This design comes from an exercise in tuning for small area and a short achievable clock period on the open sky130 flow, not from production work. Function was checked by simulation only, so behaviour that the tests miss may differ from the original. Power is estimated from default activity; no workload was simulated.

==> design/flow/design.v <==
`timescale 1ns/1ns
package cpuPkg;
  typedef logic [16-1:0] word_t;
  typedef logic [3:0] regIndex_t;
  typedef enum logic [3:0] {
    OP_NOP   = 4'd0,
    OP_ADD   = 4'd1,
    OP_SUB   = 4'd2,
    OP_AND   = 4'd3,
    OP_OR    = 4'd4,
    OP_XOR   = 4'd5,
    OP_MOVI  = 4'd6,
    OP_ADDI  = 4'd7,
    OP_CMPEQ = 4'd8,
    OP_CMPGT = 4'd9,
    OP_LOAD  = 4'd10,
    OP_BT    = 4'd11,
    OP_BF    = 4'd12,
    OP_JR    = 4'd13
  } opcode_t;
  typedef enum logic [2:0] {
    ALU_PASS, ALU_ADD, ALU_SUB, ALU_AND, ALU_OR, ALU_XOR, ALU_CMPEQ, ALU_CMPGT
  } aluOp_t;
  typedef enum logic [1:0] {MEM_NONE, MEM_LOAD} memOp_t;
  typedef enum logic [2:0] {JUMP_NONE, JUMP_REL, JUMP_REG} jumpOp_t;
  typedef enum logic [1:0] {BYP_FILE, BYP_EX, BYP_ME, BYP_IMM} bypassSel_t;
endpackage
`timescale 1ns/1ns
module fetchUnit (
  input  logic              clk,
  input  logic              reset,
  input  cpuPkg::jumpOp_t   jumpOp,
  input  cpuPkg::word_t     jumpOffset,
  input  cpuPkg::word_t     jumpRegister,
  input  cpuPkg::word_t     bMemRead,
  output cpuPkg::word_t     bAddr,
  output cpuPkg::word_t     ifPc,
  output cpuPkg::word_t     ifIr,
  output cpuPkg::word_t     idPc,
  output cpuPkg::word_t     idIr
);
  cpuPkg::word_t pc;
  cpuPkg::word_t nextPc;
  always_comb begin
    case (jumpOp)
      cpuPkg::JUMP_REL: nextPc = idPc + cpuPkg::word_t'(1) + jumpOffset;
      cpuPkg::JUMP_REG: nextPc = jumpRegister;
      default:  nextPc = pc + cpuPkg::word_t'(1);
    endcase
  end
  always_ff @(posedge clk) begin
    if (reset) begin
      pc   <= cpuPkg::word_t'(0);
      idIr <= '0;
    end else begin
      pc   <= nextPc;
      idIr <= bMemRead;
    end
    idPc <= pc;
  end
  assign bAddr = pc;
  assign ifPc  = pc;
  assign ifIr  = bMemRead;
endmodule
`timescale 1ns/1ns
module controlUnit (
  input  logic               clk,
  input  logic               reset,
  input  cpuPkg::word_t      idIr,
  input  logic               tFlag,
  input  cpuPkg::regIndex_t  exRegisterT,
  input  logic               exWriteEnable,
  input  cpuPkg::regIndex_t  meRegisterT,
  input  logic               meWriteEnable,
  output cpuPkg::aluOp_t     decAluOp,
  output cpuPkg::word_t      decImmediate,
  output cpuPkg::regIndex_t  decRegisterT,
  output logic               decWriteEnable,
  output logic               decTWriteEnable,
  output cpuPkg::memOp_t     decMemOp,
  output cpuPkg::bypassSel_t decBypassS,
  output cpuPkg::bypassSel_t decBypassM,
  output cpuPkg::regIndex_t  registerS,
  output cpuPkg::regIndex_t  registerM,
  output cpuPkg::jumpOp_t    jumpOp,
  output cpuPkg::word_t      jumpOffset
);
  cpuPkg::opcode_t opcode;
  cpuPkg::jumpOp_t jumpRequest;
  logic    useImmediate;
  logic    inDelaySlot;
  function automatic cpuPkg::bypassSel_t pickSource(cpuPkg::regIndex_t index, cpuPkg::regIndex_t exT,
                                                    logic exWe, cpuPkg::regIndex_t meT, logic meWe);
    if (index >= cpuPkg::regIndex_t'(11)) begin
      pickSource = cpuPkg::BYP_FILE;
    end else if (exWe && exT == index) begin
      pickSource = cpuPkg::BYP_EX;
    end else if (meWe && meT == index) begin
      pickSource = cpuPkg::BYP_ME;
    end else begin
      pickSource = cpuPkg::BYP_FILE;
    end
  endfunction
  assign opcode     = cpuPkg::opcode_t'(idIr[15:12]);
  assign registerS  = idIr[7:4];
  assign registerM  = idIr[3:0];
  assign jumpOffset = cpuPkg::word_t'($signed(idIr[7:0]));
  always_comb begin
    decAluOp        = cpuPkg::ALU_PASS;
    decImmediate    = '0;
    decRegisterT    = idIr[11:8];
    decWriteEnable  = 1'b0;
    decTWriteEnable = 1'b0;
    decMemOp        = cpuPkg::MEM_NONE;
    useImmediate     = 1'b0;
    jumpRequest      = cpuPkg::JUMP_NONE;
    case (opcode)
      cpuPkg::OP_ADD: begin
        decAluOp       = cpuPkg::ALU_ADD;
        decWriteEnable = 1'b1;
      end
      cpuPkg::OP_SUB: begin
        decAluOp       = cpuPkg::ALU_SUB;
        decWriteEnable = 1'b1;
      end
      cpuPkg::OP_AND: begin
        decAluOp       = cpuPkg::ALU_AND;
        decWriteEnable = 1'b1;
      end
      cpuPkg::OP_OR: begin
        decAluOp       = cpuPkg::ALU_OR;
        decWriteEnable = 1'b1;
      end
      cpuPkg::OP_XOR: begin
        decAluOp       = cpuPkg::ALU_XOR;
        decWriteEnable = 1'b1;
      end
      cpuPkg::OP_MOVI: begin
        decImmediate   = cpuPkg::word_t'($signed(idIr[7:0]));
        decWriteEnable = 1'b1;
        useImmediate    = 1'b1;
      end
      cpuPkg::OP_ADDI: begin
        decAluOp       = cpuPkg::ALU_ADD;
        decImmediate   = cpuPkg::word_t'($signed(idIr[3:0]));
        decWriteEnable = 1'b1;
        useImmediate    = 1'b1;
      end
      cpuPkg::OP_CMPEQ: begin
        decAluOp        = cpuPkg::ALU_CMPEQ;
        decTWriteEnable = 1'b1;
      end
      cpuPkg::OP_CMPGT: begin
        decAluOp        = cpuPkg::ALU_CMPGT;
        decTWriteEnable = 1'b1;
      end
      cpuPkg::OP_LOAD: begin
        decImmediate   = cpuPkg::word_t'(idIr[3:0]);
        decWriteEnable = 1'b1;
        decMemOp       = cpuPkg::MEM_LOAD;
      end
      cpuPkg::OP_BT: jumpRequest = tFlag ? cpuPkg::JUMP_REL : cpuPkg::JUMP_NONE;
      cpuPkg::OP_BF: jumpRequest = tFlag ? cpuPkg::JUMP_NONE : cpuPkg::JUMP_REL;
      cpuPkg::OP_JR: jumpRequest = cpuPkg::JUMP_REG;
      default: ;
    endcase
    decBypassS = pickSource(registerS, exRegisterT, exWriteEnable,
                             meRegisterT, meWriteEnable);
    decBypassM = useImmediate ? cpuPkg::BYP_IMM
                               : pickSource(registerM, exRegisterT, exWriteEnable,
                                            meRegisterT, meWriteEnable);
  end
  assign jumpOp = inDelaySlot ? cpuPkg::JUMP_NONE : jumpRequest;
  always_ff @(posedge clk) begin
    if (reset) begin
      inDelaySlot <= 1'b0;
    end else begin
      inDelaySlot <= (jumpOp != cpuPkg::JUMP_NONE);
    end
  end
endmodule
`timescale 1ns/1ns
module registerFile (
  input  logic                                      clk,
  input  logic                                      reset,
  input  cpuPkg::regIndex_t                         registerS,
  input  cpuPkg::regIndex_t                         registerM,
  input  logic                                      writeEnable,
  input  cpuPkg::regIndex_t                         registerT,
  input  cpuPkg::word_t                             writeValue,
  input  logic                                      tWriteEnable,
  input  logic                                      tToWrite,
  output cpuPkg::word_t                             originValueS,
  output cpuPkg::word_t                             originValueM,
  output logic                                      tFlag,
  output logic [11*16-1:0] registerValue
);
  localparam cpuPkg::regIndex_t LastIndex = cpuPkg::regIndex_t'(11 - 1);
  cpuPkg::word_t regs [11];
  assign originValueS = (registerS <= LastIndex) ? regs[registerS] : '0;
  assign originValueM = (registerM <= LastIndex) ? regs[registerM] : '0;
  always_ff @(posedge clk) begin
    if (reset) begin
      for (int i = 0; i < 11; i++) begin
        regs[i] <= '0;
      end
      tFlag <= 1'b0;
    end else begin
      if (writeEnable && registerT <= LastIndex) begin
        regs[registerT] <= writeValue;
      end
      if (tWriteEnable) begin
        tFlag <= tToWrite;
      end
    end
  end
  always_comb begin
    for (int i = 0; i < 11; i++) begin
      registerValue[i*16 +: 16] = regs[i];
    end
  end
endmodule
`timescale 1ns/1ns
module alu (
  input  logic          clk,
  input  logic          reset,
  input  cpuPkg::aluOp_t     decAluOp,
  input  cpuPkg::word_t      decImmediate,
  input  cpuPkg::regIndex_t  decRegisterT,
  input  logic               decWriteEnable,
  input  logic               decTWriteEnable,
  input  cpuPkg::bypassSel_t decBypassS,
  input  cpuPkg::bypassSel_t decBypassM,
  input  cpuPkg::word_t originValueS,
  input  cpuPkg::word_t originValueM,
  input  cpuPkg::word_t meCalResult,
  output cpuPkg::word_t      exCalResult,
  output cpuPkg::regIndex_t  exRegisterT,
  output logic               exWriteEnable,
  output cpuPkg::word_t rs,
  output logic          tWriteEnable,
  output logic          tToWrite
);
  cpuPkg::word_t rm;
  cpuPkg::word_t result;
  function automatic cpuPkg::word_t selectOperand(cpuPkg::bypassSel_t sel, cpuPkg::word_t fileValue,
                                                  cpuPkg::word_t exValue, cpuPkg::word_t meValue,
                                                  cpuPkg::word_t immValue);
    case (sel)
      cpuPkg::BYP_EX:  selectOperand = exValue;
      cpuPkg::BYP_ME:  selectOperand = meValue;
      cpuPkg::BYP_IMM: selectOperand = immValue;
      default: selectOperand = fileValue;
    endcase
  endfunction
  assign rs = selectOperand(decBypassS, originValueS, exCalResult, meCalResult,
                            decImmediate);
  assign rm = selectOperand(decBypassM, originValueM, exCalResult, meCalResult,
                            decImmediate);
  always_comb begin
    case (decAluOp)
      cpuPkg::ALU_ADD: result = rs + rm;
      cpuPkg::ALU_SUB: result = rs - rm;
      cpuPkg::ALU_AND: result = rs & rm;
      cpuPkg::ALU_OR:  result = rs | rm;
      cpuPkg::ALU_XOR: result = rs ^ rm;
      default: result = rm;
    endcase
  end
  assign tWriteEnable = decTWriteEnable;
  assign tToWrite     = (decAluOp == cpuPkg::ALU_CMPGT) ? ($signed(rs) > $signed(rm)) : (rs == rm);
  always_ff @(posedge clk) begin
    if (reset) begin
      exWriteEnable <= 1'b0;
    end else begin
      exWriteEnable <= decWriteEnable;
    end
    exCalResult <= result;
    exRegisterT <= decRegisterT;
  end
endmodule
`timescale 1ns/1ns
module memStage (
  input  logic              clk,
  input  logic              reset,
  input  cpuPkg::memOp_t     decMemOp,
  input  cpuPkg::word_t      decImmediate,
  input  cpuPkg::word_t     rs,
  input  cpuPkg::word_t     exCalResult,
  input  cpuPkg::regIndex_t exRegisterT,
  input  logic              exWriteEnable,
  output cpuPkg::memOp_t    exMemControl,
  input  cpuPkg::word_t     aMemRead,
  output cpuPkg::word_t     aAddr,
  output cpuPkg::word_t     meCalResult,
  output cpuPkg::regIndex_t meRegisterT,
  output logic              meWriteEnable
);
  always_ff @(posedge clk) begin
    if (reset) begin
      exMemControl <= cpuPkg::MEM_NONE;
    end else begin
      exMemControl <= decMemOp;
    end
    aAddr <= rs + decImmediate;
  end
  always_ff @(posedge clk) begin
    if (reset) begin
      meWriteEnable <= 1'b0;
    end else begin
      meWriteEnable <= exWriteEnable;
    end
    meRegisterT <= exRegisterT;
    meCalResult <= (exMemControl == cpuPkg::MEM_LOAD) ? aMemRead : exCalResult;
  end
endmodule
`timescale 1ns/1ns
module cpu (
  input  logic                                      clk,
  input  logic                                      reset,
  output cpuPkg::word_t                             bAddr,
  input  cpuPkg::word_t                             bMemRead,
  output cpuPkg::word_t                             aAddr,
  input  cpuPkg::word_t                             aMemRead,
  output cpuPkg::word_t                             ifPc,
  output cpuPkg::word_t                             ifIr,
  output cpuPkg::word_t                             exCalResult,
  output cpuPkg::memOp_t                            exMemControl,
  output cpuPkg::regIndex_t                         meRegisterT,
  output logic                                      meWriteEnable,
  output cpuPkg::word_t                             meCalResult,
  output logic                                      tFlag,
  output logic [11*16-1:0] registerValue
);
  cpuPkg::word_t     idPc;
  cpuPkg::word_t     idIr;
  cpuPkg::word_t     rs;
  cpuPkg::word_t     jumpOffset;
  cpuPkg::jumpOp_t   jumpOp;
  cpuPkg::regIndex_t registerS;
  cpuPkg::regIndex_t registerM;
  cpuPkg::word_t     originValueS;
  cpuPkg::word_t     originValueM;
  logic      tWriteEnable;
  logic      tToWrite;
  cpuPkg::aluOp_t     decAluOp;
  cpuPkg::word_t      decImmediate;
  cpuPkg::regIndex_t  decRegisterT;
  logic       decWriteEnable;
  logic       decTWriteEnable;
  cpuPkg::memOp_t     decMemOp;
  cpuPkg::bypassSel_t decBypassS;
  cpuPkg::bypassSel_t decBypassM;
  cpuPkg::regIndex_t  exRegisterT;
  logic       exWriteEnable;
  fetchUnit fetch (
    .clk          (clk),
    .reset        (reset),
    .jumpOp       (jumpOp),
    .jumpOffset   (jumpOffset),
    .jumpRegister (rs),
    .bMemRead     (bMemRead),
    .bAddr        (bAddr),
    .ifPc         (ifPc),
    .ifIr         (ifIr),
    .idPc         (idPc),
    .idIr         (idIr)
  );
  controlUnit control (
    .clk           (clk),
    .reset         (reset),
    .idIr          (idIr),
    .tFlag         (tFlag),
    .exRegisterT   (exRegisterT),
    .exWriteEnable (exWriteEnable),
    .meRegisterT   (meRegisterT),
    .meWriteEnable (meWriteEnable),
    .decAluOp        (decAluOp),
    .decImmediate    (decImmediate),
    .decRegisterT    (decRegisterT),
    .decWriteEnable  (decWriteEnable),
    .decTWriteEnable (decTWriteEnable),
    .decMemOp        (decMemOp),
    .decBypassS      (decBypassS),
    .decBypassM      (decBypassM),
    .registerS     (registerS),
    .registerM     (registerM),
    .jumpOp        (jumpOp),
    .jumpOffset    (jumpOffset)
  );
  registerFile regFile (
    .clk           (clk),
    .reset         (reset),
    .registerS     (registerS),
    .registerM     (registerM),
    .writeEnable   (meWriteEnable),
    .registerT     (meRegisterT),
    .writeValue    (meCalResult),
    .tWriteEnable  (tWriteEnable),
    .tToWrite      (tToWrite),
    .originValueS  (originValueS),
    .originValueM  (originValueM),
    .tFlag         (tFlag),
    .registerValue (registerValue)
  );
  alu calculator (
    .clk          (clk),
    .reset        (reset),
    .decAluOp        (decAluOp),
    .decImmediate    (decImmediate),
    .decRegisterT    (decRegisterT),
    .decWriteEnable  (decWriteEnable),
    .decTWriteEnable (decTWriteEnable),
    .decBypassS      (decBypassS),
    .decBypassM      (decBypassM),
    .originValueS (originValueS),
    .originValueM (originValueM),
    .meCalResult  (meCalResult),
    .exCalResult  (exCalResult),
    .exRegisterT  (exRegisterT),
    .exWriteEnable (exWriteEnable),
    .rs           (rs),
    .tWriteEnable (tWriteEnable),
    .tToWrite     (tToWrite)
  );
  memStage memory (
    .clk           (clk),
    .reset         (reset),
    .decMemOp      (decMemOp),
    .decImmediate  (decImmediate),
    .rs            (rs),
    .exCalResult   (exCalResult),
    .exRegisterT   (exRegisterT),
    .exWriteEnable (exWriteEnable),
    .exMemControl  (exMemControl),
    .aMemRead      (aMemRead),
    .aAddr         (aAddr),
    .meCalResult   (meCalResult),
    .meRegisterT   (meRegisterT),
    .meWriteEnable (meWriteEnable)
  );
endmodule
==> design/flow/run.sh <==
#!/bin/bash
# synth_recipe.tcl (not shown) runs the flow's synth.tcl, then flattens the netlist and writes it again
# the make line also repeats each setting of config.mk as NAME=value (left out here)
make -C /OpenROAD-flow-scripts/flow DESIGN_CONFIG=/design/flow/config.mk WORK_HOME=/design/flow/orfs CLKGATE_MAP_FILE= SYNTH_SCRIPT=/design/flow/synth_recipe.tcl finish
==> design/flow/config.mk <==
export PLATFORM = sky130hd
export DESIGN_NAME = cpu
export DESIGN_NICKNAME = cpu
export VERILOG_FILES = /design/flow/design.v
export SDC_FILE = /design/flow/constraint.sdc
export NUM_CORES = 4
export LEC_CHECK = 0
export CAP_MARGIN = 20
export CORE_MARGIN = 2
export CORE_UTILIZATION = 40
export SLEW_MARGIN = 20
==> design/flow/constraint.sdc <==
create_clock -name core_clock -period 6.0 [get_ports {clk}]
set_input_delay 1.2000 -clock core_clock [delete_from_list [all_inputs] [get_ports {clk}]]
set_output_delay 1.2000 -clock core_clock [all_outputs]
set_load 0.01 [all_outputs]
==> notes.md <==
## through the flow
step,power [mW],instances,hold WS [ps]
floorplan,3.22,1755,310
global placement,3.97,2489,317
detailed placement,3.96,2489,319
CTS,6.04,2553,333
global route,6.26,2553,334
finish,6.05,2553,330
## cell usage in the layout (no fill, tap or decap), types with 8 or more instances in the layout
master	Yosys	routed
sky130_fd_sc_hd__inv_1	79	79
sky130_fd_sc_hd__o21ai_1	8	8
sky130_fd_sc_hd__nand3_1	25	25
sky130_fd_sc_hd__o21bai_1	8	8
sky130_fd_sc_hd__nor3_1	29	28
sky130_fd_sc_hd__o211ai_1	12	12
sky130_fd_sc_hd__or3_1	13	13
sky130_fd_sc_hd__a21oi_1	125	125
sky130_fd_sc_hd__buf_4	37	37
sky130_fd_sc_hd__clkdlybuf4s50_1	0	311
sky130_fd_sc_hd__xor2_1	19	19
sky130_fd_sc_hd__mux2i_1	29	29
sky130_fd_sc_hd__a211oi_1	43	43
sky130_fd_sc_hd__mux4_2	64	64
sky130_fd_sc_hd__nor2_1	309	309
sky130_fd_sc_hd__a221o_1	9	9
sky130_fd_sc_hd__a22oi_1	36	36
sky130_fd_sc_hd__xnor2_1	38	38
sky130_fd_sc_hd__nand2_1	96	96
sky130_fd_sc_hd__o221ai_1	11	11
sky130_fd_sc_hd__o21ai_0	54	54
sky130_fd_sc_hd__ha_1	82	82
sky130_fd_sc_hd__nand2b_1	26	26
sky130_fd_sc_hd__clkbuf_1	85	11
sky130_fd_sc_hd__edfxtp_1	160	160
sky130_fd_sc_hd__clkbuf_16	0	35
sky130_fd_sc_hd__a221oi_1	17	17
sky130_fd_sc_hd__mux2_2	25	25
sky130_fd_sc_hd__dfxtp_1	125	120
sky130_fd_sc_hd__o21a_1	13	13
sky130_fd_sc_hd__nor2b_1	37	37
## worst max-delay path: cells and delay by family, from the launching register on
kind / cells / cell delay (ps)
adder cells (fa/ha/maj): 1 / 370
flip-flops: 1 / 660
buffers and inverters: 1 / 110
AND/OR/NAND/NOR: 4 / 1180
AO/OA/AOI/OAI: 8 / 2730
XOR/XNOR: 1 / 180
## cell families (layout without fill, tap and decap cells)
| logic type | Yosys count | count (layout) | share of synthesized area [%] |
|---|---|---|---|
| AOI/OAI and AO/OA | 400 | 400 | 15.5 |
| xor gates and xnor gates | 57 | 57 | 2.90 |
| adders and majority gates | 86 | 86 | 6.43 |
| buffers and inverters | 236 | 495 | 6.21 |
| DFF | 285 | 285 | 42.5 |
| muxes | 118 | 118 | 11.7 |
| other | 1 | 1 | 0.0218 |
| and+or+nand+nor | 572 | 572 | 14.7 |
## power by group through the flow
stage	combinational [mW]	sequential, mW	clock [mW]
floorplan	0.799	2.42	0
global placement	1.45	2.51	0
detailed placement	1.45	2.51	0
CTS	1.46	2.47	2.11
global route	1.58	2.49	2.19
finish	1.48	2.49	2.09
## layer usage
metal	GRT usage, %	share of wire (%)	vias to the layer above
met5	0	0	-
met4	13.4	4.4	0
met3	5.79	9.2	143
met1	41.0	40	7595
li1	-	-	6784
met2	48.1	46	968
## flip-flops by register name, indices dropped and copies added, names as in the netlist, 4 cells and up
| name | flops |
|---|---|
| regFile.regs | 176 |
| calculator.exCalResult | 16 |
| fetch.idIr | 16 |
| fetch.idPc | 16 |
| fetch.pc | 16 |
| memory.aAddr | 16 |
| memory.meCalResult | 16 |
| calculator.exRegisterT | 4 |
| memory.meRegisterT | 4 |
## layout make-up
type | count | area share [%]
clock buffer | 50 | 4.45
clock inverter | 14 | 0.699
inverter | 80 | 1.39
multi-input combinational | 1234 | 40.7
sequential | 285 | 33.8
tap | 539 | 3.11
timing repair buffer | 351 | 15.9
## worst max-delay path by stage
stage / startpoint / endpoint / slack [ps] / cells after the start
5_1_grt: fetch.idIr[3]$_SDFF_PP0_ / calculator.exCalResult[11]$_DFF_P_ / 370 / 16
6_report: fetch.idIr[3]$_SDFF_PP0_ / calculator.exCalResult[13]$_DFF_P_ / 640 / 15
3_3_place_gp: fetch.idIr[3]$_SDFF_PP0_ / calculator.exCalResult[11]$_DFF_P_ / 980 / 15
2_1_floorplan: fetch.idIr[0]$_SDFF_PP0_ / calculator.exCalResult[11]$_DFF_P_ / 1710 / 17
3_5_place_dp: fetch.idIr[3]$_SDFF_PP0_ / calculator.exCalResult[13]$_DFF_P_ / 810 / 15
4_1_cts: fetch.idIr[3]$_SDFF_PP0_ / calculator.exCalResult[13]$_DFF_P_ / 790 / 15
==> reports/results.md <==
| Item | Value |
|---|---|
| Status | timing/DRC/antenna clean |
| Yosys warns | 5 |
| Net count after synthesis | 1875 |
| Maximum buffer depth of the clock tree | 3 |
| Sequential standard cell area | 7320 um^2 |
| Proportion of synthesized flip-flops having asynchronous set or reset | 0% |
| Cts hold-fix bufs | 0 |
| Worst reg2reg path startpoint | fetch.idIr[3]$_SDFF_PP0_ |
| Worst Slack Setup Final | 642 ps |
| Depth of the worst hold-timing path | 0 |
| Switch share | 32.9% |
| Gpl congestion | 0.978 |
| Final slew viol count | 0 |
| Placeable Area | 42200 um^2 |
| Most frequent cell after synthesis | sky130_fd_sc_hd__nor2_1 |
| Worst ir drop on vdd | 0.173 mV |
| Vias/cell | 6.07 |
| Clk Tree Root Cell | sky130_fd_sc_hd__clkbuf_16 |
| Register-to-register setup slack | 640 ps |
| Sequential area share after synthesis | 42.5% |
| Synth Area per Inst | 9.80 um^2 |
| Total negative slack for setup checks | 0 ps |
| Cells taking the most area after synthesis | sky130_fd_sc_hd__edfxtp_1, sky130_fd_sc_hd__dfxtp_1, sky130_fd_sc_hd__mux4_2 |
| Max cap viols | 0 |
| Total number of nets in the final design | 2107 |
| Number of enable-type register cells in the synthesized netlist | 160 |
| Fill cell count | 3888 |
| Startpoint kind of the worst setup timing path | flip-flop |
| Clock tree from TritonCTS | yes |
| Count of TritonRoute iterations in the first routing pass | 7 |
| Hold Path Class | reg2reg |
| Number of antenna violations at the first check in global routing | 0 |
| Gate count of the mapped netlist | 1755 |
| Fraction of layout instances using a drive strength above 1 | 9.98% |
| Master of the slowest instance on the critical path | sky130_fd_sc_hd__o31ai_1 |
| Power spent charging and discharging nets | 1.99 mW |
| Number of nets still failing antenna checks after routing | 0 |
| Number of setup violations in the final report | 0 |
| Worst Hold Path EP | calculator.exRegisterT[1]$_DFF_P_ |
| Clock Pin Slew Worst Setup and Hold Paths | 60 ps |
| Crit path capture type | flip-flop |
| DRC marker count from the first detailed-route iteration | 1632 |
| Core Util, Final | 51.3% |
| Slew margin rel. | 29.8% |
| Post-CTS Setup Repair Bufs | 0 |
| Detail-routed net length per standard cell | 27.1 um |
| Area of all placed cells without fillers | 21700 um^2 |
| Area share of the largest cell type after synthesis | 27.9% |
| Internal power | 4.06 mW |
| Period utilization | 89.3% |
| Netlist area before placement | 17200 um^2 |
| Dominant register cell in the synthesized netlist | sky130_fd_sc_hd__edfxtp_1 |
| Largest net degree at the start of global routing | 52 |
| Ratio of total power to cell area | 279 nW/um^2 |
| Global route overflow | 0 |
| First-pass GRT wire length | 99600 um |
| P&R area growth vs syn | 26.0% |
| Hold path startpoint | fetch.idIr[9]$_SDFF_PP0_ |
| Detailed-route DRC error count | 0 |
| Number of top-level pins | 314 |
| Die extent in y | 211 um |
| Path type of the worst setup path | reg2reg |
| Unrepaired setup endpoints after global routing | no |
| Endpoint of the worst register-to-register path | calculator.exCalResult[13]$_DFF_P_ |
| Number of antenna diodes | 0 |
| Sequence of cells on the critical path | xnor2_1 > nand3_1 > or3_1 > and3_1 > a21oi_1 > inv_1 > ha_1 > nor2_1 > o221ai_1 > a221oi_1 > o41ai_1 > o31ai_1 > a21oi_1 > o22a_1 > a221oi_1 |
| Clock latency of the later-clocked register in the worst-skew pair | 580 ps |
| Slew of the pin with the lowest slew margin | 1040 ps |
| Die outline area | 44600 um^2 |
| Largest clock skew in the final design | 34.0 ps |
| Most used standard cells in the synthesized netlist | sky130_fd_sc_hd__nor2_1, sky130_fd_sc_hd__edfxtp_1, sky130_fd_sc_hd__a21oi_1, sky130_fd_sc_hd__dfxtp_1, sky130_fd_sc_hd__nand2_1 |
| Post-detailed-placement cell area | 20500 um^2 |
| Worst setup slack before clock tree synthesis | 809 ps |
| Post-synthesis cell type with the largest combined area | sky130_fd_sc_hd__edfxtp_1 |
| GRT Overall Usage | 30.5% |
| Delay of the slowest cell on the worst path | 680 ps |
| Worst Reg2Reg Path Length in Cells | 15 |
| Number of global-route vias before repair | 14600 |
| Fmax | 187 MHz |
| Number of placement rows | 75 |
| Total of cells resized after clock tree synthesis | 0 |
| Static Leakage | 8.03 nW |
| Post-synth cell types | 73 |
| Share of total power in the clock network | 34.5% |
| Number of input and output port buffers inserted | 312 |
| Via total after detailed routing | 15500 |
| Register bit total from synthesis | 285 |
| Number of clock sinks seen by CTS | 285 |
| Relative contribution of sequential cells to total power | 41.1% |
| Final Hold Violating Endpoints | 0 |
| Final worst path period need | 5360 ps |
| Combinational share of power | 24.4% |
| WP data required | 6460 ps |
| Max H-tree Level | 2 |
| Max Fanout on Critical Path | 13 |
| X dimension of the die | 211 um |
| Hpwl dp | 52000 um |
| Arr. time, crit path | 5820 ps |
| Starting Density | 40.7% |
| Total CTS buffers | 35 |
| Routed wire length | 69300 um |
| Area used by multi-input combinational logic | 8820 um^2 |

re-timing with driven ports:
How much do the figures lean on ideal ports? The routed layout below was timed once more, with nothing changed but the port constraints.
Step 1 assumes that a clkbuf_16 drives the clock port and a buf_2 every other input.
Step 2 moves the port delays by t, midway between the first and last clock arrival at a register: inputs arrive t later, outputs are due t later. That takes back most of the time a late clock gives input paths.
Slacks: no drivers / after step 1 / after step 2; pairs: no drivers / after step 1.
shift t [ns]: 0.615
slack for setup (ns): 0.642 / 0.642 / 0.642
slew at the worst register clock pin (ns): 0.07 / 0.07
After both steps this run still meets setup and hold. For this run, drivers alone change the setup slack by 0.000 ns; drivers and shift together by 0.000 ns.
